This is an optimization exercise on Yosys and OpenROAD, whose aim is small area and a short achievable clock period, not a production implementation.
RTL that was checked went through simulation tests only; none was proved equivalent to the original.
Only the layout flow was run in runs 3 and 4; the RTL was not checked for function there.
No activity file was given, so power comes from the tool's default toggle rates.

==> flow/design.v <==
`timescale 1ns/1ns
`default_nettype none
package cpu_pkg;
	typedef logic [32-1:0]    word_t;
	typedef logic [32-1:0]    instr_t;
	typedef logic [5-1:0]  reg_idx_t;
	typedef logic [12-1:0]    pc_t;
	typedef logic [17-1:0]   imm_t;
	typedef logic [27-1:0] status_t;
	typedef logic [6-1:0] dmem_addr_t;
	typedef enum logic [4:0] {
		OP_ARITH = 5'd0,
		OP_J     = 5'd1,
		OP_BNE   = 5'd2,
		OP_JAL   = 5'd3,
		OP_JR    = 5'd4,
		OP_ADDI  = 5'd5,
		OP_BLT   = 5'd6,
		OP_SW    = 5'd7,
		OP_LW    = 5'd8,
		OP_SETX  = 5'd21
	} opcode_e;
	typedef enum logic [4:0] {
		ALU_ADD = 5'd0,
		ALU_SUB = 5'd1,
		ALU_AND = 5'd2,
		ALU_OR  = 5'd3,
		ALU_SLL = 5'd4,
		ALU_SRA = 5'd5
	} alu_op_e;
	typedef enum logic [1:0] {
		WB_ALU,
		WB_MEM,
		WB_LINK
	} wb_sel_e;
endpackage
`default_nettype wire
`timescale 1ns/1ns
`default_nettype none
module br_cmp (
	input  cpu_pkg::word_t i_a,
	input  cpu_pkg::word_t i_b,
	output logic           o_ne,
	output logic           o_lt
);
	logic [31:0] l0, e0;
	logic [15:0] l1, e1;
	logic [7:0]  l2, e2;
	logic [3:0]  l3, e3;
	logic [1:0]  l4, e4;
	logic        l5;
	rf_andn lt31_i (.a(i_b[31]), .b(i_a[31]), .y(l0[31]));
	rf_xnor2 eq31_i (.a(i_a[31]), .b(i_b[31]), .y(e0[31]));
	for (genvar i = 0; i < 31; i++) begin : g_bit
		rf_andn lt_i (.a(i_a[i]), .b(i_b[i]), .y(l0[i]));
		rf_xnor2 eq_i (.a(i_a[i]), .b(i_b[i]), .y(e0[i]));
	end
	for (genvar i = 0; i < 16; i++) begin : g_m1
		rf_ao21 l_i (.a(l0[2*i+1]), .b(e0[2*i+1]), .c(l0[2*i]), .y(l1[i]));
		rf_and2 e_i (.a(e0[2*i+1]), .b(e0[2*i]), .y(e1[i]));
	end
	for (genvar i = 0; i < 8; i++) begin : g_m2
		rf_ao21 l_i (.a(l1[2*i+1]), .b(e1[2*i+1]), .c(l1[2*i]), .y(l2[i]));
		rf_and2 e_i (.a(e1[2*i+1]), .b(e1[2*i]), .y(e2[i]));
	end
	for (genvar i = 0; i < 4; i++) begin : g_m3
		rf_ao21 l_i (.a(l2[2*i+1]), .b(e2[2*i+1]), .c(l2[2*i]), .y(l3[i]));
		rf_and2 e_i (.a(e2[2*i+1]), .b(e2[2*i]), .y(e3[i]));
	end
	for (genvar i = 0; i < 2; i++) begin : g_m4
		rf_ao21 l_i (.a(l3[2*i+1]), .b(e3[2*i+1]), .c(l3[2*i]), .y(l4[i]));
		rf_and2 e_i (.a(e3[2*i+1]), .b(e3[2*i]), .y(e4[i]));
	end
	rf_ao21 l5_i (.a(l4[1]), .b(e4[1]), .c(l4[0]), .y(l5));
	rf_nand2 ne_i (.a(e4[1]), .b(e4[0]), .y(o_ne));
	assign o_lt = l5;
endmodule
module alu (
	input  cpu_pkg::word_t i_a,
	input  cpu_pkg::word_t i_b,
	input  cpu_pkg::word_t i_imm,
	input  logic           i_is_r,
	input  logic           i_use_imm,
	input  logic           i_sub,
	input  logic [4:0]     i_funct,
	input  logic [4:0]     i_shamt,
	output cpu_pkg::word_t o_result,
	output logic           o_ovf
);
	cpu_pkg::word_t op_b;
	cpu_pkg::word_t op_bx;
	cpu_pkg::word_t sum;
	cpu_pkg::word_t sh_in;
	cpu_pkg::word_t sh_out;
	cpu_pkg::word_t sh_rev;
	logic           sh_left;
	logic           sh_fill;
	assign op_b  = i_use_imm ? i_imm : i_b;
	assign op_bx = op_b ^ {32{i_sub}};
	assign sum   = i_a + op_bx + {31'd0, i_sub};
	assign o_ovf = (i_a[32-1] == op_bx[32-1]) && (sum[32-1] != i_a[32-1]);
	assign sh_left = ~i_funct[0];
	assign sh_fill = i_funct[0] & i_a[32-1];
	always_comb begin
		for (int i = 0; i < 32; i++) sh_in[i] = sh_left ? i_a[32-1-i] : i_a[i];
	end
	assign sh_out = $signed({sh_fill, sh_in}) >>> i_shamt;
	always_comb begin
		for (int i = 0; i < 32; i++) sh_rev[i] = sh_out[32-1-i];
	end
	always_comb begin
		case (i_funct)
			5'd0, 5'd1: o_result = sum;
			5'd2:       o_result = i_a & i_b;
			5'd3:       o_result = i_a | i_b;
			5'd4:       o_result = sh_rev;
			5'd5:       o_result = sh_out;
			default:    o_result = '0;
		endcase
		if (!i_is_r) o_result = sum;
	end
endmodule
`default_nettype wire
`timescale 1ns/1ns
`default_nettype none
module instr_decoder (
	input  cpu_pkg::instr_t i_instr,
	output logic ctl_is_r,
	output logic ctl_is_addi,
	output logic ctl_is_sw,
	output logic ctl_is_lw,
	output logic ctl_is_j,
	output logic ctl_is_jal,
	output logic ctl_is_jr,
	output logic ctl_is_bne,
	output logic ctl_is_blt,
	output logic ctl_is_setx,
	output logic ctl_b_is_rt,
	output logic ctl_b_is_rd,
	output logic ctl_reg_we,
	output logic ctl_ovf_chk
);
	logic [4:0] op;
	logic [4:0] funct;
	assign op    = i_instr[31:27];
	assign funct = i_instr[6:2];
	assign ctl_is_r    = (op == 5'd0);
	assign ctl_is_j    = (op == 5'd1);
	assign ctl_is_bne  = (op == 5'd2);
	assign ctl_is_jal  = (op == 5'd3);
	assign ctl_is_jr   = (op == 5'd4);
	assign ctl_is_addi = (op == 5'd5);
	assign ctl_is_blt  = (op == 5'd6);
	assign ctl_is_sw   = (op == 5'd7);
	assign ctl_is_lw   = (op == 5'd8);
	assign ctl_is_setx = (op == 5'd21);
	rf_nor2 b_is_rt_i (.a(op[1]), .b(op[2]), .y(ctl_b_is_rt));
	rf_or2  b_is_rd_i (.a(op[1]), .b(op[2]), .y(ctl_b_is_rd));
	assign ctl_reg_we  = ctl_is_r | ctl_is_addi | ctl_is_lw | ctl_is_jal;
	assign ctl_ovf_chk = ctl_is_addi | (ctl_is_r & (funct[4:1] == 4'd0));
endmodule
`default_nettype wire
`timescale 1ns/1ns
`default_nettype none
module rf_aoi22 (input logic a1, a2, b1, b2, output logic y);
	assign y = ~((a1 & a2) | (b1 & b2));
endmodule
module rf_aoi222 (input logic a1, a2, b1, b2, c1, c2, output logic y);
	assign y = ~((a1 & a2) | (b1 & b2) | (c1 & c2));
endmodule
module rf_nand4 (input logic a, b, c, d, output logic y);
	assign y = ~(a & b & c & d);
endmodule
module rf_nor2 (input logic a, b, output logic y);
	assign y = ~(a | b);
endmodule
module rf_or2 (input logic a, b, output logic y);
	assign y = a | b;
endmodule
module rf_nand2 (input logic a, b, output logic y);
	assign y = ~(a & b);
endmodule
module rf_and2 (input logic a, b, output logic y);
	assign y = a & b;
endmodule
module rf_xor2 (input logic a, b, output logic y);
	assign y = a ^ b;
endmodule
module rf_xnor2 (input logic a, b, output logic y);
	assign y = ~(a ^ b);
endmodule
module rf_andn (input logic a, b, output logic y);
	assign y = a & ~b;
endmodule
module rf_ao21 (input logic a, b, c, output logic y);
	assign y = a | (b & c);
endmodule
module rf_nand3 (input logic a, b, c, output logic y);
	assign y = ~(a & b & c);
endmodule
module rf_nor3 (input logic a, b, c, output logic y);
	assign y = ~(a | b | c);
endmodule
module rf_mux2 (input logic s, a, b, output logic y);
	assign y = s ? b : a;
endmodule
module rf_predec2 (input logic [1:0] i_a, output logic [3:0] o_n);
	always_comb begin
		for (int j = 0; j < 4; j++) o_n[j] = ~(i_a == j);
	end
endmodule
module rf_predec2h (input logic [1:0] i_a, output logic [3:0] o);
	always_comb begin
		for (int j = 0; j < 4; j++) o[j] = (i_a == j);
	end
endmodule
module rf_predec3h (input logic [2:0] i_a, output logic [7:0] o);
	always_comb begin
		for (int j = 0; j < 8; j++) o[j] = (i_a == j);
	end
endmodule
module rf_predec3 (input logic [2:0] i_a, output logic [7:0] o_n);
	always_comb begin
		for (int j = 0; j < 8; j++) o_n[j] = ~(i_a == j);
	end
endmodule
module rf_wb_hit (
	input  cpu_pkg::reg_idx_t i_idx,
	input  cpu_pkg::reg_idx_t i_wb_idx,
	input  logic              i_wb_v,
	input  logic              i_wb_load,
	output logic              o_hit_load,
	output logic              o_hit_val
);
	logic hit;
	assign hit        = i_wb_v && (i_idx == i_wb_idx);
	assign o_hit_load = hit && i_wb_load;
	assign o_hit_val  = hit && !i_wb_load;
endmodule
module rf_select (
	input  cpu_pkg::reg_idx_t i_idx,
	input  logic [31:1]       i_valid_n,
	input  cpu_pkg::reg_idx_t i_wb_idx,
	input  logic              i_wb_v,
	input  logic              i_wb_load,
	output logic [31:1]       o_sel,
	output logic              o_hit_load,
	output logic              o_hit_val
);
	logic [3:0] lo_n;
	logic [7:0] hi_n;
	rf_predec2 lo_i (.i_a(i_idx[1:0]), .o_n(lo_n));
	rf_predec3 hi_i (.i_a(i_idx[4:2]), .o_n(hi_n));
	for (genvar i = 1; i < 32; i++) begin : g_sel
		rf_nor3 u (.a(lo_n[i % 4]), .b(hi_n[i / 4]), .c(i_valid_n[i]), .y(o_sel[i]));
	end
	rf_wb_hit hit_i (
		.i_idx(i_idx), .i_wb_idx(i_wb_idx), .i_wb_v(i_wb_v), .i_wb_load(i_wb_load),
		.o_hit_load(o_hit_load), .o_hit_val(o_hit_val)
	);
endmodule
module rf_select2 (
	input  cpu_pkg::reg_idx_t i_idx0,
	input  cpu_pkg::reg_idx_t i_idx1,
	input  logic              i_pick,
	input  logic              i_pick_n,
	input  logic [31:1]       i_valid_n,
	input  cpu_pkg::reg_idx_t i_wb_idx,
	input  logic              i_wb_v,
	input  logic              i_wb_load,
	output logic [31:1]       o_sel,
	output logic              o_hit_load,
	output logic              o_hit_val
);
	logic [3:0] lo0, lo1, lo_n;
	logic [7:0] hi0, hi1, hi_n;
	logic       hl0, hl1, hv0, hv1;
	rf_predec2h lo0_i (.i_a(i_idx0[1:0]), .o(lo0));
	rf_predec3h hi0_i (.i_a(i_idx0[4:2]), .o(hi0));
	rf_predec2h lo1_i (.i_a(i_idx1[1:0]), .o(lo1));
	rf_predec3h hi1_i (.i_a(i_idx1[4:2]), .o(hi1));
	for (genvar j = 0; j < 4; j++) begin : g_lo
		rf_aoi22 u (.a1(i_pick), .a2(lo1[j]), .b1(i_pick_n), .b2(lo0[j]), .y(lo_n[j]));
	end
	for (genvar j = 0; j < 8; j++) begin : g_hi
		rf_aoi22 u (.a1(i_pick), .a2(hi1[j]), .b1(i_pick_n), .b2(hi0[j]), .y(hi_n[j]));
	end
	for (genvar i = 1; i < 32; i++) begin : g_sel
		rf_nor3 u (.a(lo_n[i % 4]), .b(hi_n[i / 4]), .c(i_valid_n[i]), .y(o_sel[i]));
	end
	rf_wb_hit hit0_i (
		.i_idx(i_idx0), .i_wb_idx(i_wb_idx), .i_wb_v(i_wb_v), .i_wb_load(i_wb_load),
		.o_hit_load(hl0), .o_hit_val(hv0)
	);
	rf_wb_hit hit1_i (
		.i_idx(i_idx1), .i_wb_idx(i_wb_idx), .i_wb_v(i_wb_v), .i_wb_load(i_wb_load),
		.o_hit_load(hl1), .o_hit_val(hv1)
	);
	rf_mux2 hl_i (.s(i_pick_n), .a(hl1), .b(hl0), .y(o_hit_load));
	rf_mux2 hv_i (.s(i_pick_n), .a(hv1), .b(hv0), .y(o_hit_val));
endmodule
module rf_read_bit (
	input  logic [31:1] i_sel,
	input  logic [31:1] i_d,
	input  logic        i_hit_load,
	input  logic        i_mem,
	input  logic        i_hit_val,
	input  logic        i_val,
	output logic        o_q,
	output logic        o_q2,
	output logic        o_q3
);
	logic [15:0] l1;
	logic [3:0]  l2;
	logic [1:0]  l3;
	logic        wb_n;
	for (genvar g = 0; g < 15; g++) begin : g_l1
		rf_aoi22 u (.a1(i_sel[2*g+1]), .a2(i_d[2*g+1]), .b1(i_sel[2*g+2]), .b2(i_d[2*g+2]), .y(l1[g]));
	end
	rf_nand2 l1_last (.a(i_sel[31]), .b(i_d[31]), .y(l1[15]));
	for (genvar g = 0; g < 4; g++) begin : g_l2
		rf_nand4 u (.a(l1[4*g]), .b(l1[4*g+1]), .c(l1[4*g+2]), .d(l1[4*g+3]), .y(l2[g]));
	end
	for (genvar g = 0; g < 2; g++) begin : g_l3
		rf_nor2 u (.a(l2[2*g]), .b(l2[2*g+1]), .y(l3[g]));
	end
	rf_aoi22 wb (.a1(i_hit_load), .a2(i_mem), .b1(i_hit_val), .b2(i_val), .y(wb_n));
	rf_nand3 l4 (.a(l3[0]), .b(l3[1]), .c(wb_n), .y(o_q));
	rf_nand3 l4b (.a(l3[0]), .b(l3[1]), .c(wb_n), .y(o_q2));
	rf_nand3 l4c (.a(l3[0]), .b(l3[1]), .c(wb_n), .y(o_q3));
endmodule
module rf_read (
	input  logic [31:1]          i_sel,
	input  logic [31:1][31:0]    i_regs,
	input  logic                 i_hit_load,
	input  cpu_pkg::word_t       i_mem,
	input  logic                 i_hit_val,
	input  cpu_pkg::word_t       i_val,
	output cpu_pkg::word_t       o_data,
	output cpu_pkg::word_t       o_data2,
	output cpu_pkg::word_t       o_data3
);
	for (genvar b = 0; b < 32; b++) begin : g_bit
		logic [31:1] d;
		always_comb begin
			for (int i = 1; i < 32; i++) d[i] = i_regs[i][b];
		end
		rf_read_bit u (
			.i_sel(i_sel), .i_d(d), .i_hit_load(i_hit_load), .i_mem(i_mem[b]),
			.i_hit_val(i_hit_val), .i_val(i_val[b]), .o_q(o_data[b]), .o_q2(o_data2[b]), .o_q3(o_data3[b])
		);
	end
endmodule
module reg_file (
	input  logic              i_clk,
	input  logic              i_rst_n,
	input  cpu_pkg::reg_idx_t i_ra_idx,
	input  cpu_pkg::reg_idx_t i_rb_idx0,
	input  cpu_pkg::reg_idx_t i_rb_idx1,
	input  logic              i_rb_pick,
	input  logic              i_rb_pick_n,
	input  cpu_pkg::reg_idx_t i_wr_idx,
	input  logic              i_we,
	input  logic              i_load,
	input  cpu_pkg::word_t    i_wdata,
	input  cpu_pkg::word_t    i_mem_rdata,
	output cpu_pkg::dmem_addr_t o_load_addr,
	output cpu_pkg::word_t    o_rdata_a,
	output cpu_pkg::word_t    o_rdata_a2,
	output cpu_pkg::word_t    o_rdata_b,
	output cpu_pkg::word_t    o_rdata_b2,
	output cpu_pkg::word_t    o_rdata_b3
);
	localparam int N = 2**5;
	logic [N-1:1][31:0] regs;
	logic [N-1:1]   valid_q;
	logic [N-1:1]   wsel;
	logic [N-1:1]   rvalid_n;
	logic [N-1:1]   rsel_a;
	logic [N-1:1]   rsel_b;
	logic           hit_load_a, hit_val_a, hit_load_b, hit_val_b;
	logic              wb_v_q;
	logic              wb_load_q;
	cpu_pkg::reg_idx_t wb_idx_q;
	cpu_pkg::word_t    wb_val_q;
	cpu_pkg::word_t    wb_data;
	always_ff @(posedge i_clk or negedge i_rst_n) begin
		if (!i_rst_n) begin
			wb_v_q <= 1'b0;
		end else begin
			wb_v_q <= i_we && (i_wr_idx != '0);
		end
	end
	always_ff @(posedge i_clk) begin
		wb_load_q <= i_load;
		wb_idx_q  <= i_wr_idx;
		wb_val_q  <= i_wdata;
	end
	assign o_load_addr = wb_val_q[6-1:0];
	assign wb_data     = wb_load_q ? i_mem_rdata : wb_val_q;
	always_comb begin
		for (int i = 1; i < N; i++) begin
			wsel[i]     = wb_v_q && (wb_idx_q == i);
			rvalid_n[i] = !(valid_q[i] && !wsel[i]);
		end
	end
	always_ff @(posedge i_clk or negedge i_rst_n) begin
		if (!i_rst_n) begin
			valid_q <= '0;
		end else begin
			valid_q <= valid_q | wsel;
		end
	end
	for (genvar i = 1; i < N; i++) begin : g_reg
		always_ff @(posedge i_clk) begin
			if (wsel[i]) regs[i] <= wb_data;
		end
	end
	rf_select sel_a_i (
		.i_idx(i_ra_idx), .i_valid_n(rvalid_n), .i_wb_idx(wb_idx_q), .i_wb_v(wb_v_q),
		.i_wb_load(wb_load_q), .o_sel(rsel_a), .o_hit_load(hit_load_a), .o_hit_val(hit_val_a)
	);
	rf_select2 sel_b_i (
		.i_idx0(i_rb_idx0), .i_idx1(i_rb_idx1), .i_pick(i_rb_pick), .i_pick_n(i_rb_pick_n),
		.i_valid_n(rvalid_n), .i_wb_idx(wb_idx_q), .i_wb_v(wb_v_q),
		.i_wb_load(wb_load_q), .o_sel(rsel_b), .o_hit_load(hit_load_b), .o_hit_val(hit_val_b)
	);
	rf_read read_a_i (
		.i_sel(rsel_a), .i_regs(regs), .i_hit_load(hit_load_a), .i_mem(i_mem_rdata),
		.i_hit_val(hit_val_a), .i_val(wb_val_q), .o_data(o_rdata_a), .o_data2(o_rdata_a2), .o_data3()
	);
	rf_read read_b_i (
		.i_sel(rsel_b), .i_regs(regs), .i_hit_load(hit_load_b), .i_mem(i_mem_rdata),
		.i_hit_val(hit_val_b), .i_val(wb_val_q), .o_data(o_rdata_b), .o_data2(o_rdata_b2), .o_data3(o_rdata_b3)
	);
endmodule
`default_nettype wire
`timescale 1ns/1ns
`default_nettype none
module pc_unit (
	input  logic           i_clk,
	input  logic           i_rst_n,
	input  cpu_pkg::instr_t i_instr,
	input  logic           i_is_j,
	input  logic           i_is_jr,
	input  logic           i_is_bne,
	input  logic           i_is_blt,
	input  logic           i_ne,
	input  logic           i_lt,
	input  cpu_pkg::word_t i_jr_addr,
	output cpu_pkg::pc_t   o_pc,
	output cpu_pkg::pc_t   o_pc_plus_one
);
	cpu_pkg::pc_t pc_q;
	cpu_pkg::pc_t pc_next;
	cpu_pkg::pc_t pc_branch;
	logic         taken;
	assign o_pc_plus_one = pc_q + 1'b1;
	assign pc_branch     = o_pc_plus_one + i_instr[12-1:0];
	assign taken = (i_is_bne && i_ne) || (i_is_blt && i_lt);
	always_comb begin
		if (i_is_jr) begin
			pc_next = i_jr_addr[12-1:0];
		end else if (i_is_j) begin
			pc_next = i_instr[12-1:0];
		end else if (taken) begin
			pc_next = pc_branch;
		end else begin
			pc_next = o_pc_plus_one;
		end
	end
	always_ff @(posedge i_clk or negedge i_rst_n) begin
		if (!i_rst_n) begin
			pc_q <= '0;
		end else begin
			pc_q <= pc_next;
		end
	end
	assign o_pc = pc_q;
endmodule
`default_nettype wire
`timescale 1ns/1ns
`default_nettype none
module dm_select (
	input  cpu_pkg::dmem_addr_t i_base,
	input  cpu_pkg::dmem_addr_t i_offset,
	output logic [2**6-1:0] o_sel
);
	always_comb begin
		for (int k = 0; k < 2**6; k++) begin
			logic m;
			logic c;
			m = 1'b1;
			for (int i = 0; i < 6; i++) begin
				if (i == 0) c = 1'b0;
				else c = (i_base[i-1] == i_offset[i-1]) ? i_base[i-1] : ~k[i-1];
				m = m & ((i_base[i] ^ i_offset[i] ^ c) == k[i]);
			end
			o_sel[k] = m;
		end
	end
endmodule
module dm_read_bit (
	input  logic [63:0] i_sel,
	input  logic [63:0] i_d,
	output logic        o_q
);
	logic [21:0] l1;
	logic [5:0]  l2;
	logic [1:0]  l3;
	for (genvar g = 0; g < 21; g++) begin : g_l1
		rf_aoi222 u (
			.a1(i_sel[3*g]), .a2(i_d[3*g]), .b1(i_sel[3*g+1]), .b2(i_d[3*g+1]),
			.c1(i_sel[3*g+2]), .c2(i_d[3*g+2]), .y(l1[g])
		);
	end
	rf_nand2 l1_last (.a(i_sel[63]), .b(i_d[63]), .y(l1[21]));
	for (genvar g = 0; g < 5; g++) begin : g_l2
		rf_nand4 u (.a(l1[4*g]), .b(l1[4*g+1]), .c(l1[4*g+2]), .d(l1[4*g+3]), .y(l2[g]));
	end
	rf_nand2 l2_last (.a(l1[20]), .b(l1[21]), .y(l2[5]));
	for (genvar g = 0; g < 2; g++) begin : g_l3
		rf_nor3 u (.a(l2[3*g]), .b(l2[3*g+1]), .c(l2[3*g+2]), .y(l3[g]));
	end
	rf_nand2 l4 (.a(l3[0]), .b(l3[1]), .y(o_q));
endmodule
module dm_read (
	input  logic [2**6-1:0]       i_sel,
	input  logic [2**6-1:0][31:0] i_mem,
	output cpu_pkg::word_t               o_data
);
	for (genvar b = 0; b < 32; b++) begin : g_bit
		logic [63:0] d;
		always_comb begin
			for (int i = 0; i < 64; i++) d[i] = i_mem[i][b];
		end
		dm_read_bit u (.i_sel(i_sel), .i_d(d), .o_q(o_data[b]));
	end
endmodule
module dm_decode (
	input  cpu_pkg::dmem_addr_t    i_addr,
	output logic [2**6-1:0] o_sel
);
	logic [7:0] lo_n;
	logic [7:0] hi_n;
	rf_predec3 lo_i (.i_a(i_addr[2:0]), .o_n(lo_n));
	rf_predec3 hi_i (.i_a(i_addr[5:3]), .o_n(hi_n));
	for (genvar k = 0; k < 2**6; k++) begin : g_sel
		rf_nor2 u (.a(lo_n[k % 8]), .b(hi_n[k / 8]), .y(o_sel[k]));
	end
endmodule
module data_mem (
	input  logic                i_clk,
	input  logic                i_we,
	input  cpu_pkg::dmem_addr_t i_base,
	input  cpu_pkg::dmem_addr_t i_offset,
	input  cpu_pkg::word_t      i_wdata,
	input  cpu_pkg::dmem_addr_t i_raddr,
	output cpu_pkg::word_t      o_rdata
);
	localparam int N = 2**6;
	logic [N-1:0][31:0] mem;
	logic [N-1:0]       sel;
	logic [N-1:0]       rsel;
	dm_select select_i (.i_base(i_base), .i_offset(i_offset), .o_sel(sel));
	for (genvar i = 0; i < N; i++) begin : g_word
		always_ff @(posedge i_clk) begin
			if (i_we && sel[i]) mem[i] <= i_wdata;
		end
	end
	dm_decode decode_i (.i_addr(i_raddr), .o_sel(rsel));
	dm_read read_i (.i_sel(rsel), .i_mem(mem), .o_data(o_rdata));
endmodule
`default_nettype wire
`timescale 1ns/1ns
`default_nettype none
module addr_add (
	input  cpu_pkg::dmem_addr_t i_a,
	input  cpu_pkg::dmem_addr_t i_b,
	output cpu_pkg::dmem_addr_t o_sum
);
	logic [5:0] g, p;
	logic       c2, c3, t3;
	logic       s4_0, s4_1, c5_0, c5_1, s5_0, s5_1;
	for (genvar i = 0; i < 6; i++) begin : g_pg
		rf_and2 g_i (.a(i_a[i]), .b(i_b[i]), .y(g[i]));
		rf_xor2 p_i (.a(i_a[i]), .b(i_b[i]), .y(p[i]));
	end
	rf_or2 t3_i (.a(i_a[3]), .b(i_b[3]), .y(t3));
	assign o_sum[0] = p[0];
	rf_xor2 s1_i (.a(p[1]), .b(g[0]), .y(o_sum[1]));
	rf_ao21 c2_i (.a(g[1]), .b(p[1]), .c(g[0]), .y(c2));
	rf_xor2 s2_i (.a(p[2]), .b(c2), .y(o_sum[2]));
	rf_ao21 c3_i (.a(g[2]), .b(p[2]), .c(c2), .y(c3));
	rf_xor2 s3_i (.a(p[3]), .b(c3), .y(o_sum[3]));
	rf_xor2 s4_0_i (.a(p[4]), .b(g[3]), .y(s4_0));
	rf_xor2 s4_1_i (.a(p[4]), .b(t3), .y(s4_1));
	rf_ao21 c5_0_i (.a(g[4]), .b(p[4]), .c(g[3]), .y(c5_0));
	rf_ao21 c5_1_i (.a(g[4]), .b(p[4]), .c(t3), .y(c5_1));
	rf_xor2 s5_0_i (.a(p[5]), .b(c5_0), .y(s5_0));
	rf_xor2 s5_1_i (.a(p[5]), .b(c5_1), .y(s5_1));
	rf_mux2 s4_i (.s(c3), .a(s4_0), .b(s4_1), .y(o_sum[4]));
	rf_mux2 s5_i (.s(c3), .a(s5_0), .b(s5_1), .y(o_sum[5]));
endmodule
module cpu_top (
	input  logic                i_clk,
	input  logic                i_rst_n,
	input  cpu_pkg::instr_t     i_instr,
	output cpu_pkg::pc_t        o_pc,
	output logic                o_dmem_we,
	output cpu_pkg::dmem_addr_t o_dmem_addr,
	output cpu_pkg::word_t      o_dmem_wdata,
	output cpu_pkg::status_t    o_status
);
	logic is_r, is_addi, is_sw, is_lw, is_j, is_jal, is_jr, is_bne, is_blt, is_setx;
	logic b_is_rt, b_is_rd, reg_we, ovf_chk;
	cpu_pkg::reg_idx_t rd;
	cpu_pkg::reg_idx_t rs;
	cpu_pkg::reg_idx_t rt;
	cpu_pkg::word_t    imm;
	cpu_pkg::word_t rdata_a;
	cpu_pkg::word_t rdata_a2;
	cpu_pkg::word_t rdata_b2;
	cpu_pkg::word_t rdata_b3;
	cpu_pkg::word_t rdata_b;
	cpu_pkg::word_t alu_result;
	cpu_pkg::word_t mem_rdata;
	cpu_pkg::word_t wb_data;
	cpu_pkg::pc_t   pc_plus_one;
	cpu_pkg::dmem_addr_t mem_addr;
	cpu_pkg::dmem_addr_t load_addr;
	cpu_pkg::status_t status_q;
	logic alu_ovf, alu_ne, alu_lt;
	assign rd  = i_instr[26:22];
	assign rs  = i_instr[21:17];
	assign rt  = i_instr[16:12];
	assign imm = {{(32-17){i_instr[17-1]}}, i_instr[17-1:0]};
	instr_decoder decoder_i (
		.i_instr     (i_instr),
		.ctl_is_r    (is_r),
		.ctl_is_addi (is_addi),
		.ctl_is_sw   (is_sw),
		.ctl_is_lw   (is_lw),
		.ctl_is_j    (is_j),
		.ctl_is_jal  (is_jal),
		.ctl_is_jr   (is_jr),
		.ctl_is_bne  (is_bne),
		.ctl_is_blt  (is_blt),
		.ctl_is_setx (is_setx),
		.ctl_b_is_rt (b_is_rt),
		.ctl_b_is_rd (b_is_rd),
		.ctl_reg_we  (reg_we),
		.ctl_ovf_chk (ovf_chk)
	);
	reg_file reg_file_i (
		.i_clk     (i_clk),
		.i_rst_n   (i_rst_n),
		.i_ra_idx  (rs),
		.i_rb_idx0 (rt),
		.i_rb_idx1 (rd),
		.i_rb_pick (b_is_rd),
		.i_rb_pick_n (b_is_rt),
		.i_wr_idx  (is_jal ? 5'd31 : rd),
		.i_we      (reg_we),
		.i_load    (is_lw),
		.i_wdata   (wb_data),
		.i_mem_rdata (mem_rdata),
		.o_load_addr (load_addr),
		.o_rdata_a (rdata_a),
		.o_rdata_a2 (rdata_a2),
		.o_rdata_b (rdata_b),
		.o_rdata_b2 (rdata_b2),
		.o_rdata_b3 (rdata_b3)
	);
	alu alu_i (
		.i_a      (rdata_a),
		.i_b      (rdata_b),
		.i_imm    (imm),
		.i_is_r   (is_r),
		.i_use_imm (i_instr[27] | i_instr[30]),
		.i_sub    (is_r & (i_instr[6:2] == 5'd1)),
		.i_funct  (i_instr[6:2]),
		.i_shamt  (i_instr[11:7]),
		.o_result (alu_result),
		.o_ovf    (alu_ovf)
	);
	br_cmp br_cmp_i (.i_a(rdata_a), .i_b(rdata_b), .o_ne(alu_ne), .o_lt(alu_lt));
	addr_add addr_add_i (.i_a(rdata_a2[6-1:0]), .i_b(imm[6-1:0]), .o_sum(mem_addr));
	data_mem data_mem_i (
		.i_clk   (i_clk),
		.i_we    (is_sw & i_rst_n),
		.i_base  (rdata_a[6-1:0]),
		.i_offset (imm[6-1:0]),
		.i_wdata (rdata_b3),
		.i_raddr (load_addr),
		.o_rdata (mem_rdata)
	);
	assign wb_data = is_jal ? {{(32-12){1'b0}}, pc_plus_one} : alu_result;
	pc_unit pc_unit_i (
		.i_clk         (i_clk),
		.i_rst_n       (i_rst_n),
		.i_instr       (i_instr),
		.i_is_j        (is_j | is_jal),
		.i_is_jr       (is_jr),
		.i_is_bne      (is_bne),
		.i_is_blt      (is_blt),
		.i_ne          (alu_ne),
		.i_lt          (alu_lt),
		.i_jr_addr     (rdata_b),
		.o_pc          (o_pc),
		.o_pc_plus_one (pc_plus_one)
	);
	always_ff @(posedge i_clk or negedge i_rst_n) begin
		if (!i_rst_n) begin
			status_q <= '0;
		end else if (is_setx) begin
			status_q <= i_instr[27-1:0];
		end else if (ovf_chk) begin
			status_q <= {{(27-1){1'b0}}, alu_ovf};
		end
	end
	assign o_status     = status_q;
	assign o_dmem_addr  = mem_addr;
	assign o_dmem_wdata = rdata_b2;
	assign o_dmem_we    = is_sw & i_rst_n;
endmodule
`default_nettype wire
==> flow/flow/run.sh <==
#!/bin/bash
# The standard layout with these changes: synthesis sees a strong driver
# and a light load on each module port, so it leaves cells at their smallest
# size; resizing may change a cell's footprint; port buffers are buf_4; timing
# repair aims at a larger setup margin; the clock tree uses clkbuf_8 without
# dummy loads.
set -euo pipefail
bash standard.sh \
  ABC_LOAD_IN_FF=1 \
  ABC_DRIVER_CELL=sky130_fd_sc_hd__buf_4 \
  MATCH_CELL_FOOTPRINT=0 \
  SETUP_SLACK_MARGIN=7 \
  TNS_END_PERCENT=20 \
  BUFFER_PORTS_ARGS="-buffer_cell sky130_fd_sc_hd__buf_4" \
  CTS_ARGS="-sink_clustering_enable -repair_clock_nets -dont_use_dummy_load -buf_list sky130_fd_sc_hd__clkbuf_8 -sink_clustering_size 17 -sink_clustering_max_diameter 72" \
  finish > make.log 2>&1
==> flow/standard.sh <==
#!/bin/bash
# synth_recipe.tcl (not shown) runs the flow's synth.tcl, then flattens the netlist and writes it again
# the make line also repeats each setting of config.mk as NAME=value (left out here)
make -C /OpenROAD-flow-scripts/flow DESIGN_CONFIG=/design/flow/config.mk WORK_HOME=/design/flow/orfs CLKGATE_MAP_FILE= SYNTH_SCRIPT=/design/flow/synth_recipe.tcl "${@:-finish}"
==> flow/config.mk <==
export PLATFORM = sky130hd
export DESIGN_NAME = cpu_top
export DESIGN_NICKNAME = cpu_top
export VERILOG_FILES = /design/flow/design.v
export SDC_FILE = /design/flow/constraint.sdc
export NUM_CORES = 8
export LEC_CHECK = 0
export CAP_MARGIN = 20
export CORE_MARGIN = 2
export CORE_UTILIZATION = 60
export GPL_ROUTABILITY_DRIVEN = 0
export PLACE_DENSITY = 0.7
export SETUP_SLACK_MARGIN = 5
export SLEW_MARGIN = 20
export SYNTH_HIERARCHICAL = 1
export SYNTH_MEMORY_MAX_BITS = 16384
export SYNTH_MINIMUM_KEEP_SIZE = 0
==> flow/constraint.sdc <==
create_clock -name core_clock -period 16.0 [get_ports {i_clk}]
set_input_delay 3.2000 -clock core_clock [delete_from_list [all_inputs] [get_ports {i_clk}]]
set_output_delay 3.2000 -clock core_clock [all_outputs]
set_load 0.01 [all_outputs]
==> results.txt, run 1 <==
largest net degree at the start of global routing=66; reg-to-reg critical path startpoint=reg_file_i.wb_idx_q[0]; cell area after placement=133000 sq um; layout cell share with drive strength beyond 1=14.90%; Hold Path Cell Cnt=1; worst path cell trace=or3_2 > nor2_4 > buf_4 > a222oi_1 > nand4_1 > nor3_2 > nand2_1 > a22oi_1 > nand3_2 > and2_4 > a21o_1 > a21o_4 > mux2_4 > buf_6; CP Data Required Time=12.80 ns; R2R depth=20; via count=84946; gr ovfl total=0; Final Skew=0.1548 ns; initial antenna violation count=18; Mapped Area=125900 sq um; clock latency on the worst-skew pair=1.11 ns; Net Sw Power=4.411 mW; Slew headroom=15.05%; Core Area=209200 sq um; clk sinks=3149; nets=8182; CTS Root Cell=clkbuf_8; DR iter-0 viols=18554; Final Hold Viols=0; hpwl dp=247500 um; hold endpoint=reg_file_i.valid_q[16]; setup tns final=0 ns; PD cells=113.2 nW/um^2; dpl cells=10611; max incr delay on CP=0.75 ns; max_cap viols=0; CTS Hold Buffers Added=0; final instance area=138100 sq um; reg2reg end=status_q[0]; full die area=213500 sq um; YS warnings=18; GRT Total Usage=37.95%; Worst path top cell family by delay=simple AND/OR/NAND/NOR gates; Layout area overhead=9.756%; achievable frequency=107.0 MHz; HP Start=reg_file_i.valid_q[16]; Top-Level Pins=112; Syn Inst Count=7561; worst vdd ir=0.1056 mV; leakage=44.39 nW; hold slack=0.4792 ns; area of the multi-input gates=33720 sq um; row count=168; Post-Route WL=415700 um; Filler Cells Inserted=14137; Cell Int Power=11.23 mW; Final Setup Violations=0; min Tclk post-route=9.342 ns; clock slew at reported path FFs=0.11 ns; Syn Area/Cell=16.65 sq um; post-DR wirelength/cell=38.14 um; Final Max Tran Viols=0; Remaining DRCs=0; CTS tree=built; Final ANT Viol Nets=0; clk buf depth=3; CTS buffer count=210; Setup WS post-layout=6.658 ns; Pre-Repair DR Iteration Count=20; Placement Setup Slack=5.806 ns; HP Class=reg -> reg; nature of the critical path endpoint=output port; H-tree depth=4; worst-margin pin slew=1.264 ns; Reg area=93830 sq um; Switching Fraction=28.21%; first-pass GRT wire length=573700 um; IO buf count=111; Die X=462.0 um; initial core utilization=60.18%; Max FO, Critical Path=26; clock share of power=22.7%; non-filler instance count after layout=10900; power share of the sequential group=60.7%; fin crit share=58.38%; CP Class=reg -> out; Crit path arrival time=6.14 ns; vias in the first global route=79309; CP bufs+invs=2; RSZ-0062 raised after global routing=yes; Post-Synthesis Net Count=7653; Comb power frac=16.6%; vias per cell=7.793; Die Y=462.0 um; critical path's slowest cell=dfxtp_1; Reg2Reg Setup Slack=7.70 ns; status=finished clean; CP Launch Type=flop
## metrics by stage
step	utilization [%]	total power [mW]
2_1_floorplan	-	10.83
3_3_place_gp	63.58	11.97
3_5_place_dp	63.59	12.03
4_1_cts	65.64	15.45
5_1_grt	66.04	15.94
6_report	66.05	15.64
## worst reg2reg max path: stages (launching register included)
cell and delay [ns]:
dfxtp_1 0.63, nand4bb_1 0.76, o21ai_0 0.96, nor3_4 0.23, buf_4 0.21, buf_4 0.25, a22oi_1 0.27, nand4_1 0.26
nor2_1 0.48, nand3_1 0.79, ha_1 0.74, nand4_1 0.15, o311ai_0 0.61, a31oi_4 0.06, o31ai_2 0.53, nand3_1 0.14
a32oi_1 0.33, xnor2_1 0.10, nor2_1 0.38, mux2i_1 0.13, o21ai_0 0.16
## state kept, by name, summed over array words and instances, names as in the netlist
register,cells
data_mem_i.mem,2048
pc_unit_i.pc_q,12
reg_file_i.regs,992
reg_file_i.valid_q,31
reg_file_i.wb_idx_q,5
reg_file_i.wb_load_q,1
reg_file_i.wb_v_q,1
reg_file_i.wb_val_q,32
status_q,27
## cells in the final DEF (no fill, tap or decap), drive strengths merged, types with 111 or more instances in the layout
cell       n
nand2    270
nor2     379
nand3    169
nand4    429
a222oi   675
clkbuf   217
and2     111
buf      417
nor3     145
a22oi   1054
edfxtp  3040
## power groups by stage
stage                     Sequential (mW)  Combinational [mW]  Clock, mW
after CTS                            9.48                2.42       3.55
after global routing                 9.50                2.63       3.81
after detailed placement             9.67                2.36          0
after floorplan                      9.65                1.18          0
after global placement               9.67                2.31          0
final                                9.49                2.59       3.55
## worst max path at each step
stage | start | cells past startpoint | slack (ns) | endpoint
after floorplan | i_instr[18] | 9 | 6.91 | o_dmem_addr[4]
after global placement | i_instr[17] | 13 | 5.89 | o_dmem_addr[3]
after detailed placement | i_instr[17] | 13 | 5.81 | o_dmem_addr[3]
after CTS | i_instr[21] | 12 | 6.84 | o_dmem_addr[5]
after global routing | i_instr[18] | 12 | 6.72 | o_dmem_addr[5]
final | reg_file_i.wb_val_q[0] | 14 | 6.66 | o_dmem_addr[5]
## per-layer routing
layer / GRT usage (%) / up-vias / share of wire, % / wire length [um]
met3: 11.82 / 1271 / 16 / 67450
met1: 50.56 / 42111 / 33 / 138100
met2: 56.40 / 7703 / 44 / 183400
li1: - / 33853 / - / -
met5: 0.02262 / - / 0.013 / 56
met4: 20.03 / 8 / 6.4 / 26750
## area by class of cell
class	count	share of cell area, %
Antenna cell	7	0.01268
Clock buffer	210	2.092
Inverter	37	0.1005
Multi-Input combinational cell	4268	24.41
Sequential cell	3149	67.92
Tap cell	2805	2.541
Timing Repair Buffer	424	2.922
## timing repair
item | in CTS | in global routing
gates cloned | 2 | 5
buffers inserted | 39 | 19
pin swaps | 36 | 26
resized for setup | 223 | 93
hold endpoints to repair | 0 | 0
endpoints found under the setup margin | 39 | 37
==> run 2: changes to the inputs <==
--- a/flow/flow/run.sh
+++ b/flow/flow/run.sh
@@ -12,5 +12,5 @@
   SETUP_SLACK_MARGIN=7 \
   TNS_END_PERCENT=20 \
   BUFFER_PORTS_ARGS="-buffer_cell sky130_fd_sc_hd__buf_4" \
-  CTS_ARGS="-sink_clustering_enable -repair_clock_nets -dont_use_dummy_load -buf_list sky130_fd_sc_hd__clkbuf_8 -sink_clustering_size 17 -sink_clustering_max_diameter 72" \
+  CTS_ARGS="-sink_clustering_enable -repair_clock_nets -dont_use_dummy_load -buf_list sky130_fd_sc_hd__clkbuf_8 -sink_clustering_size 18 -sink_clustering_max_diameter 75" \
   finish > make.log 2>&1
--- a/flow/config.mk
+++ b/flow/config.mk
@@ -8,7 +8,6 @@
 export CAP_MARGIN = 20
 export CORE_MARGIN = 2
 export CORE_UTILIZATION = 60
-export GPL_ROUTABILITY_DRIVEN = 0
 export PLACE_DENSITY = 0.7
 export SETUP_SLACK_MARGIN = 5
 export SLEW_MARGIN = 20
==> run 2 against run 1 <==
Effect of this change:
- critical path type is now in -> out
- highest routed layer unchanged
- maximum frequency is 0.68% higher
- worst hold slack better by 0.0053 ns
- first-iteration DRC count is 1.5% higher
- critical path depth is 2 lower
- sequential share of layout area is 0.63 points lower
- die area stayed put
==> results.txt, run 2 <==
status=finished clean; Hold Path Cell Cnt=1 (unchanged); CP bufs+invs=5 (+3); first-pass GRT wire length=590900 um (+3.0%); PD cells=112.4 nW/um^2 (-0.75%); CP Launch Type=input port; CTS tree=built; achievable frequency=107.8 MHz (+0.68%); Filler Cells Inserted=14086 (-0.36%); Final Hold Viols=0 (unchanged); Die Y=462.0 um (unchanged); Syn Area/Cell=16.65 sq um (unchanged); clk sinks=3149 (unchanged); Post-Route WL=433800 um (+4.3%); worst path cell trace=buf_4 > or2_4 > buf_8 > a22oi_2 > buf_6 > nor3_4 > buf_12 > a22oi_1 > nand4_1 > nor2_4 > nand3_1 > buf_4; setup tns final=0 ns (unchanged); Worst path top cell family by delay=simple AND/OR/NAND/NOR gates; max incr delay on CP=0.36 ns (-0.39 ns); commonest non-fill, non-tap cell in the layout=edfxtp_1; Setup WS post-layout=6.721 ns (+0.06301 ns); DR iter-0 viols=18841 (+1.5%); nature of the critical path endpoint=output port; Final Setup Violations=0 (unchanged); fin crit share=57.99% (-0.39 points); CP dominant cell by count=buf_4; CP Class=in -> out; Largest regs=data_mem_i.mem (2048), reg_file_i.regs (992), reg_file_i.wb_val_q (32); Post-Synthesis Net Count=7653 (unchanged); top sig layer=met5; commonest non-fill, non-tap cells in the layout=3040 x edfxtp_1, 1021 x a22oi_1, 675 x a222oi_1; Top-Level Pins=112 (unchanged); CTS Root Cell=clkbuf_8; clock slew at reported path FFs=0.11 ns (about the same); row count=168 (unchanged); met2 WL=191300 um (+4.3%); max reg flops=2048 (unchanged); instance count on the critical path=12 (-2); HP Class=reg -> reg; max_cap viols=0 (unchanged); non-filler instance count after layout=10993 (+0.85%); vias per cell=7.761 (-0.41%); layout cell share with drive strength beyond 1=16.01% (+1.1 points); Remaining DRCs=0 (unchanged); Final Skew=0.08405 ns (-0.07075 ns); dpl cells=10633 (+0.21%); IO buf count=111 (unchanged); worst vdd ir=0.1095 mV (+3.7%); Die X=462.0 um (unchanged); Mapped Area=125900 sq um (unchanged); Reg with most FFs=data_mem_i.mem; initial core utilization=60.18% (unchanged); nets=8271 (+1.1%); min Tclk post-route=9.279 ns (-0.06301 ns); Final Max Tran Viols=0 (unchanged); leakage=45.03 nW (+1.4%); initial antenna violation count=18 (unchanged); post-DR wirelength/cell=39.46 um (+3.5%); Crit path arrival time=6.08 ns (-0.06 ns); YS warnings=18 (unchanged); H-tree depth=4 (unchanged); CP Data Required Time=12.80 ns (about the same); Core Area=209200 sq um (unchanged); gpl congestion=0.9691; WL met3=65910 um (-2.3%); Max FO, Critical Path=32 (+23%); CTS buffer count=201 (-4.3%); clk buf depth=3 (unchanged); critical path's slowest cell=nor2_4; Layout area overhead=10.79%; gr ovfl total=0 (unchanged); via count=85318 (+0.44%); Final ANT Viol Nets=0 (unchanged); worst-margin pin slew=1.235 ns (-0.02952 ns); hpwl dp=254100 um (+2.7%); Pre-Repair DR Iteration Count=11 (-45%); RSZ-0062 raised after global routing=yes; Syn Inst Count=7561 (unchanged); Post-Route M1 WL=150000 um (+8.6%); Placement Setup Slack=5.377 ns (-0.4283 ns); clock latency on the worst-skew pair=1.06 ns (-0.05 ns); full die area=213500 sq um (unchanged); largest net degree at the start of global routing=66 (unchanged); R2R depth=23 (+15%); vias in the first global route=78197 (-1.4%); GRT Total Usage=39.50% (+1.6 points); Slew headroom=17.04% (+2.0 points)
## run 2: cell types whose count changed in the layout (fill, tap and decap cells not counted), moves of 6 or more
cell and change:
a22oi_1 -11, buf_8 -6, buf_12 +22, a22oi_2 +11, nor2_4 +8, nor2_1 -10
clkbuf_8 -9, clkbuf_16 +23, nor3_2 -13, buf_4 +63, nor3_1 +11
## run 2: final timing paths
check	startpoint	slack (ns)	to
worst max register to register	reg_file_i.wb_val_q[4]	7.30	status_q[0]
max in group asynchronous	i_rst_n	12.92	reg_file_i.valid_q[21]
min in group asynchronous	i_rst_n	2.01	pc_unit_i.pc_q[8]
worst max-delay path	i_instr[28]	6.72	o_dmem_wdata[6]
worst min-delay path	reg_file_i.valid_q[5]	0.48	reg_file_i.valid_q[5]
worst min register to register	reg_file_i.valid_q[5]	0.48	reg_file_i.valid_q[5]
## run 2: report_power, final
part	total (mW)	internal [mW]	switching, mW
Clock	3.51	1.12	2.38
Combinational	2.65	0.662	1.99
Sequential	9.51	9.40	0.110
## run 2: metrics by stage
step	instance area, sq um	utilization (%)	hold slack, ns	total power [mW]
floorplan	126400	-	0.4365	10.83
global placement	133100	63.66	0.4520	12.05
detailed placement	133200	63.68	0.4552	12.10
CTS	138400	66.16	0.4804	15.47
global route	139400	66.67	0.4921	15.97
finish	139400	66.67	0.4845	15.67
## run 2: area by class of cell
cell class | instances | area (sq um) | area share [%]
well taps | 2805 | 3510 | 2.517
multi-input cells | 4268 | 33820 | 24.25
flip-flops and latches | 3149 | 93830 | 67.29
repair buffers | 522 | 5354 | 3.839
clock buffers | 201 | 2766 | 1.984
diodes | 11 | 27.53 | 0.01974
inverters | 37 | 138.9 | 0.09960
## run 2: timing repair
action | in CTS | in global routing
gates resized for setup | 312 | 120
setup buffers | 84 | 32
hold buffers | 0 | 0
gates cloned | 19 | 12
pin swaps | 66 | 63
endpoints found under the setup margin | 45 | 38
## run 2: layer usage
layer,global-route usage (%),vias up
li1,-,34042
met1,54.57,42597
met2,58.28,7512
met3,11.13,1155
met4,19.07,12
met5,0.4977,-
==> run 3: changes to the inputs <==
--- a/flow/design.v
+++ b/flow/design.v
@@ -364,7 +364,6 @@
 	input  logic              i_load,
 	input  cpu_pkg::word_t    i_wdata,
 	input  cpu_pkg::word_t    i_mem_rdata,
-	output cpu_pkg::dmem_addr_t o_load_addr,
 	output cpu_pkg::word_t    o_rdata_a,
 	output cpu_pkg::word_t    o_rdata_a2,
 	output cpu_pkg::word_t    o_rdata_b,
@@ -396,7 +395,6 @@
 		wb_idx_q  <= i_wr_idx;
 		wb_val_q  <= i_wdata;
 	end
-	assign o_load_addr = wb_val_q[6-1:0];
 	assign wb_data     = wb_load_q ? i_mem_rdata : wb_val_q;
 	always_comb begin
 		for (int i = 1; i < N; i++) begin
@@ -507,7 +505,7 @@
 );
 	logic [21:0] l1;
 	logic [5:0]  l2;
-	logic [1:0]  l3;
+	logic [2:0]  l3;
 	for (genvar g = 0; g < 21; g++) begin : g_l1
 		rf_aoi222 u (
 			.a1(i_sel[3*g]), .a2(i_d[3*g]), .b1(i_sel[3*g+1]), .b2(i_d[3*g+1]),
@@ -519,10 +517,10 @@
 		rf_nand4 u (.a(l1[4*g]), .b(l1[4*g+1]), .c(l1[4*g+2]), .d(l1[4*g+3]), .y(l2[g]));
 	end
 	rf_nand2 l2_last (.a(l1[20]), .b(l1[21]), .y(l2[5]));
-	for (genvar g = 0; g < 2; g++) begin : g_l3
-		rf_nor3 u (.a(l2[3*g]), .b(l2[3*g+1]), .c(l2[3*g+2]), .y(l3[g]));
+	for (genvar g = 0; g < 3; g++) begin : g_l3
+		rf_nor2 u (.a(l2[2*g]), .b(l2[2*g+1]), .y(l3[g]));
 	end
-	rf_nand2 l4 (.a(l3[0]), .b(l3[1]), .y(o_q));
+	rf_nand3 l4 (.a(l3[0]), .b(l3[1]), .c(l3[2]), .y(o_q));
 endmodule
 module dm_read (
 	input  logic [2**6-1:0]       i_sel,
@@ -538,15 +536,12 @@
 	end
 endmodule
 module dm_decode (
-	input  cpu_pkg::dmem_addr_t    i_addr,
+	input  logic [7:0]             i_lo_n,
+	input  logic [7:0]             i_hi_n,
 	output logic [2**6-1:0] o_sel
 );
-	logic [7:0] lo_n;
-	logic [7:0] hi_n;
-	rf_predec3 lo_i (.i_a(i_addr[2:0]), .o_n(lo_n));
-	rf_predec3 hi_i (.i_a(i_addr[5:3]), .o_n(hi_n));
 	for (genvar k = 0; k < 2**6; k++) begin : g_sel
-		rf_nor2 u (.a(lo_n[k % 8]), .b(hi_n[k / 8]), .y(o_sel[k]));
+		rf_nor2 u (.a(i_lo_n[k % 8]), .b(i_hi_n[k / 8]), .y(o_sel[k]));
 	end
 endmodule
 module data_mem (
@@ -555,20 +550,28 @@
 	input  cpu_pkg::dmem_addr_t i_base,
 	input  cpu_pkg::dmem_addr_t i_offset,
 	input  cpu_pkg::word_t      i_wdata,
-	input  cpu_pkg::dmem_addr_t i_raddr,
+	input  cpu_pkg::dmem_addr_t i_raddr_next,
 	output cpu_pkg::word_t      o_rdata
 );
 	localparam int N = 2**6;
 	logic [N-1:0][31:0] mem;
 	logic [N-1:0]       sel;
 	logic [N-1:0]       rsel;
+	logic [7:0]         rlo_n, rhi_n;
+	logic [7:0]         rlo_n_q, rhi_n_q;
 	dm_select select_i (.i_base(i_base), .i_offset(i_offset), .o_sel(sel));
 	for (genvar i = 0; i < N; i++) begin : g_word
 		always_ff @(posedge i_clk) begin
 			if (i_we && sel[i]) mem[i] <= i_wdata;
 		end
 	end
-	dm_decode decode_i (.i_addr(i_raddr), .o_sel(rsel));
+	rf_predec3 rlo_i (.i_a(i_raddr_next[2:0]), .o_n(rlo_n));
+	rf_predec3 rhi_i (.i_a(i_raddr_next[5:3]), .o_n(rhi_n));
+	always_ff @(posedge i_clk) begin
+		rlo_n_q <= rlo_n;
+		rhi_n_q <= rhi_n;
+	end
+	dm_decode decode_i (.i_lo_n(rlo_n_q), .i_hi_n(rhi_n_q), .o_sel(rsel));
 	dm_read read_i (.i_sel(rsel), .i_mem(mem), .o_data(o_rdata));
 endmodule
 `default_nettype wire
@@ -628,7 +631,6 @@
 	cpu_pkg::word_t wb_data;
 	cpu_pkg::pc_t   pc_plus_one;
 	cpu_pkg::dmem_addr_t mem_addr;
-	cpu_pkg::dmem_addr_t load_addr;
 	cpu_pkg::status_t status_q;
 	logic alu_ovf, alu_ne, alu_lt;
 	assign rd  = i_instr[26:22];
@@ -665,7 +667,6 @@
 		.i_load    (is_lw),
 		.i_wdata   (wb_data),
 		.i_mem_rdata (mem_rdata),
-		.o_load_addr (load_addr),
 		.o_rdata_a (rdata_a),
 		.o_rdata_a2 (rdata_a2),
 		.o_rdata_b (rdata_b),
@@ -692,7 +693,7 @@
 		.i_base  (rdata_a[6-1:0]),
 		.i_offset (imm[6-1:0]),
 		.i_wdata (rdata_b3),
-		.i_raddr (load_addr),
+		.i_raddr_next (alu_result[6-1:0]),
 		.o_rdata (mem_rdata)
 	);
 	assign wb_data = is_jal ? {{(32-12){1'b0}}, pc_plus_one} : alu_result;
--- a/flow/flow/run.sh
+++ b/flow/flow/run.sh
@@ -12,5 +12,5 @@
   SETUP_SLACK_MARGIN=7 \
   TNS_END_PERCENT=20 \
   BUFFER_PORTS_ARGS="-buffer_cell sky130_fd_sc_hd__buf_4" \
-  CTS_ARGS="-sink_clustering_enable -repair_clock_nets -dont_use_dummy_load -buf_list sky130_fd_sc_hd__clkbuf_8 -sink_clustering_size 18 -sink_clustering_max_diameter 75" \
+  CTS_ARGS="-sink_clustering_enable -repair_clock_nets -dont_use_dummy_load -buf_list sky130_fd_sc_hd__clkbuf_8 -sink_clustering_size 16 -sink_clustering_max_diameter 70" \
   finish > make.log 2>&1
==> run 3 against run 2 <==
Effect of this change:
- critical path type unchanged
- largest power group unchanged
- critical path depth rose by 1
- clock skew rose by 0.096 ns
- highest routed layer unchanged
- final area rose by 0.34%
- core utilization rose by 0.090 points
- sequential power rose by 0.7%
==> results.txt, run 3 <==
CTS Root Cell=clkbuf_8; critical path's slowest cell=mux2_4; nature of the critical path endpoint=output port; Die X=463.0 um (+0.21%); setup tns final=0 ns (unchanged); vias per cell=7.730 (-0.41%); commonest non-fill, non-tap cells in the layout=3040 x edfxtp_1, 1016 x a22oi_1, 678 x a222oi_1; IO buf count=111 (unchanged); clk buf depth=3 (unchanged); Post-Route WL=435400 um (+0.38%); clk sinks=3165 (+0.51%); hold slack=0.4819 ns (-0.002592 ns); Final Hold Viols=0 (unchanged); Pre-Repair DR Iteration Count=12 (+1); worst vdd ir=0.09963 mV (-9.0%); Final Setup Violations=0 (unchanged); cell area after placement=133800 sq um (+0.48%); final instance area=139900 sq um (+0.34%); Remaining DRCs=0 (unchanged); leakage=45.19 nW (+0.36%); Final Skew=0.1800 ns (+0.09595 ns); H-tree depth=4 (unchanged); first-pass GRT wire length=594700 um (+0.66%); Reg with most FFs=data_mem_i.mem; CP Launch Type=input port; CP Class=in -> out; row count=168 (unchanged); DR iter-0 viols=18509 (-1.8%); fin crit share=57.77% (-0.22 points); gpl congestion=0.9959 (+2.8%); max reg flops=2048 (unchanged); Layout area overhead=10.70% (about the same); Final ANT Viol Nets=0 (unchanged); max incr delay on CP=0.38 ns (+0.02 ns); gr ovfl total=0 (unchanged); Slew headroom=17.59% (+0.56 points); CTS tree=built; clock slew at reported path FFs=0.10 ns (about the same); Core Area=209600 sq um (+0.20%); YS warnings=18 (unchanged); initial core utilization=60.31% (+0.13 points); achievable frequency=108.2 MHz (+0.38%); post-DR wirelength/cell=39.43 um (about the same); RSZ-0062 raised after global routing=yes; nets=8320 (+0.59%); Die Y=463.0 um (+0.21%); CP Data Required Time=12.80 ns (about the same); CP dominant cell by count=buf_12; Largest regs=data_mem_i.mem (2048), reg_file_i.regs (992), reg_file_i.wb_val_q (32); max_cap viols=0 (unchanged); vias in the first global route=79045 (+1.1%); Syn Inst Count=7600 (+0.52%); commonest non-fill, non-tap cell in the layout=edfxtp_1; Max FO, Critical Path=6 (-81%); worst path cell trace=buf_12 > or3b_4 > nor3_4 > buf_12 > a22oi_2 > nand4_1 > nor2_4 > nand3_2 > xor2_2 > a21o_1 > a21o_4 > mux2_4 > buf_6; Worst path top cell family by delay=simple AND/OR/NAND/NOR gates; Syn Area/Cell=16.63 sq um (about the same); GRT Total Usage=39.35% (-0.15 points); HP Class=reg -> reg; Crit path arrival time=6.04 ns (-0.04 ns); largest net degree at the start of global routing=88 (+33%); status=finished clean; Final Max Tran Viols=0 (unchanged); via count=85350 (+0.038%); min Tclk post-route=9.243 ns (-0.03544 ns); Post-Synthesis Net Count=7692 (+0.51%); worst-margin pin slew=1.233 ns (-0.002282 ns); hpwl dp=254800 um (+0.31%); layout cell share with drive strength beyond 1=15.60% (-0.41 points); CP bufs+invs=3 (-2); initial antenna violation count=22 (+4); Top-Level Pins=112 (unchanged); PD cells=113.5 nW/um^2 (+1.0%); full die area=214300 sq um (+0.42%); Mapped Area=126400 sq um (+0.42%); CTS buffer count=224 (+11%); clock latency on the worst-skew pair=1.10 ns (+0.04 ns)
## run 3: cell count changes in the layout (fill, tap and decap cells not counted), sizes merged, moves of 8 or more
cell    change
o22ai      +14
nand3      +39
o21ai       -9
a22oi       -9
nor2       +82
a221oi      +8
nand2      -46
clkbuf      +9
nor3       -69
mux2i      +16
dfxtp      +16
mux4       +10
## run 3: cell type report
type | count | area [sq um]
Inverter | 39 | 146.4
Tap cell | 2805 | 3510
Clock buffer | 224 | 3083
Antenna cell | 11 | 27.53
Multi-Input combinational cell | 4293 | 34050
Fill cell | 14157 | 69660
Timing Repair Buffer | 505 | 4951
Sequential cell | 3165 | 94150
## run 3: where the power goes
part | internal [mW] | switching, mW
Clock | 1.24 | 2.43
Combinational | 0.641 | 1.99
Sequential | 9.45 | 0.130
Total | 11.3 | 4.54
## run 3: stage by stage
stage | utilization, % | setup WS (ns) | cells | power [mW]
after floorplan | - | 6.907 | 7600 | 10.87
after global placement | 63.81 | 5.348 | 10664 | 12.12
after detailed placement | 63.85 | 5.206 | 10668 | 12.17
after CTS | 66.37 | 6.913 | 10983 | 15.70
after global routing | 66.76 | 6.788 | 11037 | 16.19
final | 66.76 | 6.757 | 11042 | 15.88
## run 3: final timing paths
check | slack (ns) | endpoint | startpoint | cells past startpoint
worst max register to register | 7.31 | status_q[0] | data_mem_i.rlo_n_q[1] | 21
worst max-delay path | 6.76 | o_dmem_addr[4] | i_instr[19] | 13
worst min-delay path | 0.48 | reg_file_i.valid_q[18] | reg_file_i.valid_q[18] | 1
min in group asynchronous | 2.03 | reg_file_i.wb_v_q | i_rst_n | 1
max in group asynchronous | 12.61 | status_q[10] | i_rst_n | 2
worst min register to register | 0.48 | reg_file_i.valid_q[18] | reg_file_i.valid_q[18] | 1
## run 3: repair_timing
action                                  CTS  global route
buffers inserted                         82            38
hold buffers                              0             0
endpoints found under the setup margin   52            46
cloned                                    9             9
pin swaps                                80            58
gates resized for setup                 305            76
## run 3: routing by layer
metal	up-vias	wire length, um	GRT usage, %
li1	34182	-	-
met1	42772	151800	54.87
met2	7376	183600	55.28
met3	1010	78790	16.21
met4	10	21030	15.57
met5	-	242	0.6016
==> run 4: changes to the inputs <==
--- a/flow/design.v
+++ b/flow/design.v
@@ -75,6 +75,47 @@
 	rf_nand2 ne_i (.a(e4[1]), .b(e4[0]), .y(o_ne));
 	assign o_lt = l5;
 endmodule
+module add32 (
+	input  cpu_pkg::word_t i_a,
+	input  cpu_pkg::word_t i_b,
+	input  logic           i_cin,
+	output cpu_pkg::word_t o_sum
+);
+	logic [31:0] p0;
+	logic [31:0] g [0:5];
+	logic [31:0] t [0:5];
+	logic [31:0] c;
+	for (genvar i = 0; i < 32; i++) begin : g_pg
+		rf_xor2 p_i (.a(i_a[i]), .b(i_b[i]), .y(p0[i]));
+		if (i == 0) begin : g_cin
+			logic g00;
+			rf_and2 g_i (.a(i_a[0]), .b(i_b[0]), .y(g00));
+			rf_ao21 c_i (.a(g00), .b(p0[0]), .c(i_cin), .y(g[0][0]));
+		end else begin : g_gen
+			rf_and2 g_i (.a(i_a[i]), .b(i_b[i]), .y(g[0][i]));
+		end
+	end
+	assign t[0] = p0;
+	for (genvar l = 0; l < 5; l++) begin : g_lvl
+		for (genvar i = 0; i < 32; i++) begin : g_bit
+			if (((i >> l) & 1) == 1) begin : g_join
+				localparam int J = ((i >> l) << l) - 1;
+				rf_ao21 g_i (.a(g[l][i]), .b(t[l][i]), .c(g[l][J]), .y(g[l+1][i]));
+				rf_and2 t_i (.a(t[l][i]), .b(t[l][J]), .y(t[l+1][i]));
+			end else begin : g_pass
+				assign g[l+1][i] = g[l][i];
+				assign t[l+1][i] = t[l][i];
+			end
+		end
+	end
+	assign c[0] = i_cin;
+	for (genvar i = 1; i < 32; i++) begin : g_c
+		assign c[i] = g[5][i-1];
+	end
+	for (genvar i = 0; i < 32; i++) begin : g_sum
+		rf_xor2 s_i (.a(p0[i]), .b(c[i]), .y(o_sum[i]));
+	end
+endmodule
 module alu (
 	input  cpu_pkg::word_t i_a,
 	input  cpu_pkg::word_t i_b,
@@ -97,7 +138,7 @@
 	logic           sh_fill;
 	assign op_b  = i_use_imm ? i_imm : i_b;
 	assign op_bx = op_b ^ {32{i_sub}};
-	assign sum   = i_a + op_bx + {31'd0, i_sub};
+	add32 add_i (.i_a(i_a), .i_b(op_bx), .i_cin(i_sub), .o_sum(sum));
 	assign o_ovf = (i_a[32-1] == op_bx[32-1]) && (sum[32-1] != i_a[32-1]);
 	assign sh_left = ~i_funct[0];
 	assign sh_fill = i_funct[0] & i_a[32-1];
==> run 4 against run 3 <==
Effect of this change:
- non-clock buffer count is 57 higher
- clock skew is 0.0028 ns higher
- area after synthesis is 0.19% higher
- sequential share of layout area is 0.49 points lower
- die area is 0.19% higher
- combinational power is 2% lower
- global-route usage is 3.2 points higher
- power is 0.51% lower
- maximum frequency is 2.0% lower
- sequential cell count stayed put
- critical path type is now reg -> out
==> results.txt, run 4 <==
via count=87596 (+2.6%); Post-Synthesis Net Count=7691 (-0.013%); max reg flops=2048 (unchanged); Post-Route WL=468500 um (+7.6%); initial antenna violation count=35 (+59%); CTS Hold Buffers Added=0 (unchanged); RSZ-0062 raised after global routing=yes; row count=168 (unchanged); Final Max Tran Viols=0 (unchanged); Reg with most FFs=data_mem_i.mem; clk sinks=3165 (unchanged); nets=8375 (+0.66%); CTS tree=built; Mapped Area=126600 sq um (+0.19%); Syn Area/Cell=16.59 sq um (-0.22%); IO buf count=111 (unchanged); hpwl dp=273900 um (+7.5%); fin crit share=58.96% (+1.2 points); H-tree depth=4 (unchanged); clock latency on the worst-skew pair=1.14 ns (+0.04 ns); CP Class=reg -> out; DR iter-0 viols=19069 (+3.0%); initial core utilization=60.36% (about the same); Final Setup Violations=0 (unchanged); vias per cell=7.866 (+1.8%); Reg2Reg Setup Slack=7.47 ns (+0.16 ns); non-filler instance count after layout=11136 (+0.85%); Final Core Density=67.19% (+0.43 points); leakage=46.30 nW (+2.5%); Largest regs=data_mem_i.mem (2048), reg_file_i.regs (992), reg_file_i.wb_val_q (32); setup tns final=0 ns (unchanged); layout cell share with drive strength beyond 1=16.28% (+0.68 points); Layout area overhead=11.30%; CTS buffer count=222 (-0.89%); Final Skew=0.1828 ns (+0.002769 ns); Crit path arrival time=6.23 ns (+0.19 ns); gpl congestion=1.008 (+1.2%); Final Hold Viols=0 (unchanged); dpl cells=10722 (+0.51%); Die X=463.4 um (about the same); hold slack=0.4714 ns (-0.01051 ns); nature of the critical path endpoint=output port; min Tclk post-route=9.433 ns (+0.1902 ns); first-pass GRT wire length=635500 um (+6.8%); CTS Root Cell=clkbuf_8; worst vdd ir=0.1165 mV (+17%); Power, Total=15.80 mW (-0.51%); CP Data Required Time=12.80 ns (about the same); status=finished clean; Remaining DRCs=0 (unchanged); Filler Cells Inserted=14288 (+0.93%); Hold Path Cell Cnt=1 (unchanged); Syn Inst Count=7631 (+0.41%); Pre-Repair DR Iteration Count=10 (-2); gr ovfl total=0 (unchanged); HP Class=reg -> reg; commonest non-fill, non-tap cells in the layout=3040 x edfxtp_1, 1017 x a22oi_1, 678 x a222oi_1; achievable frequency=106.0 MHz (-2.0%); clk buf depth=3 (unchanged); full die area=214700 sq um (+0.19%); Slew headroom=9.569% (-8.0 points); Top-Level Pins=112 (unchanged); largest net degree at the start of global routing=66 (-25%); R2R depth=15 (-29%); Max FO, Critical Path=30 (+24); PD cells=112.1 nW/um^2 (-1.2%); commonest non-fill, non-tap cell in the layout=edfxtp_1; post-DR wirelength/cell=42.07 um (+6.7%); Die Y=463.4 um (about the same); GRT Total Usage=42.59% (+3.2 points); area of the multi-input gates=34380 sq um (+0.97%); vias in the first global route=80723 (+2.1%); Core Area=209800 sq um (+0.10%); max_cap viols=0 (unchanged); Reg area=94160 sq um (about the same); YS warnings=23 (+5); CP Launch Type=flop; clock slew at reported path FFs=0.09 ns (about the same); worst-margin pin slew=1.351 ns (+0.1188 ns); Final ANT Viol Nets=0 (unchanged)
==> run 4: repair_timing <==
action	4_1_cts	5_1_grt
gates cloned	26	4
setup buffers	92	48
gates resized for setup	372	61
setup endpoints to repair	49	38
pin swaps	93	54
==> run 4: layout make-up <==
cell class | instances | area share, %
Antenna cell | 18 | 0.03196
Clock buffer | 222 | 2.168
Inverter | 35 | 0.09321
Multi-Input combinational cell | 4329 | 24.39
Sequential cell | 3165 | 66.80
Tap cell | 2805 | 2.490
Timing Repair Buffer | 562 | 4.021
==> run 4: worst max-delay path, stage by stage, from the launching register on <==
cell and delay (ns):
dfxtp_1 0.79, nor2_4 0.12, buf_4 0.35, a222oi_1 0.44
nand4_1 0.27, nor2_1 0.76, nand3_1 0.96, a22oi_1 0.82
nand3_1 0.38, buf_4 0.26
==> run 4: path summary, 6_finish.rpt <==
path	from	endpoint
worst max-delay path	data_mem_i.rhi_n_q[3]	o_dmem_wdata[21]
worst min register to register	reg_file_i.valid_q[30]	reg_file_i.valid_q[30]
worst max register to register	reg_file_i.wb_idx_q[1]	data_mem_i.rlo_n_q[2]
worst min-delay path	reg_file_i.valid_q[30]	reg_file_i.valid_q[30]
max in group asynchronous	i_rst_n	reg_file_i.valid_q[30]
min in group asynchronous	i_rst_n	status_q[17]
==> run 4: through the flow <==
stage	cell area (sq um)	worst slack (ns)
floorplan	127200	6.907
global placement	134100	5.635
detailed placement	134100	5.661
CTS	140100	6.882
global route	140900	6.688
finish	140900	6.567
==> run 4: report_power, final <==
part	leakage, nW	switching [mW]	internal, mW
Sequential	29.4	0.137	9.44
Clock	1.60	2.41	1.23
Combinational	15.3	1.97	0.616
==> run 4: layer usage <==
metal / wire [um] / track usage [%]
met2: 199100 / 60.53
met4: 34270 / 25.27
met5: 158 / 0.02228
met1: 158400 / 57.29
met3: 76550 / 14.52

separate check: timing with driven ports:
How much do the figures lean on ideal ports? The routed layouts below were timed once more, with nothing changed but the port constraints. Step 1 assumes that a clkbuf_16 drives the clock port and a buf_2 every other input. Step 2 also shifts input and output timing later by t, the mid clock arrival at the registers, as if the neighbouring blocks saw the same clock. Three values: ideal, step 1, step 2; two values: the first two.
run | t, ns | setup slack, ns | hold slack, ns | worst slew at a driven data input, ns
run 1 | 1.111 | 6.658 / 6.545 / 6.282 | 0.479 / 0.479 / 0.479 | 0.26
run 2 | 1.106 | 6.721 / 6.610 / 5.834 | 0.484 / 0.484 / 0.484 | 0.27
run 3 | 1.115 | 6.757 / 6.633 / 5.853 | 0.482 / 0.482 / 0.482 | 0.23
run 4 | 1.128 | 6.567 / 6.469 / 5.996 | 0.471 / 0.471 / 0.471 | 0.17
After both steps setup and hold are still met in every run listed. For run 3, which loses most, drivers alone change the setup slack by -0.124 ns; drivers and shift together by -0.904 ns.
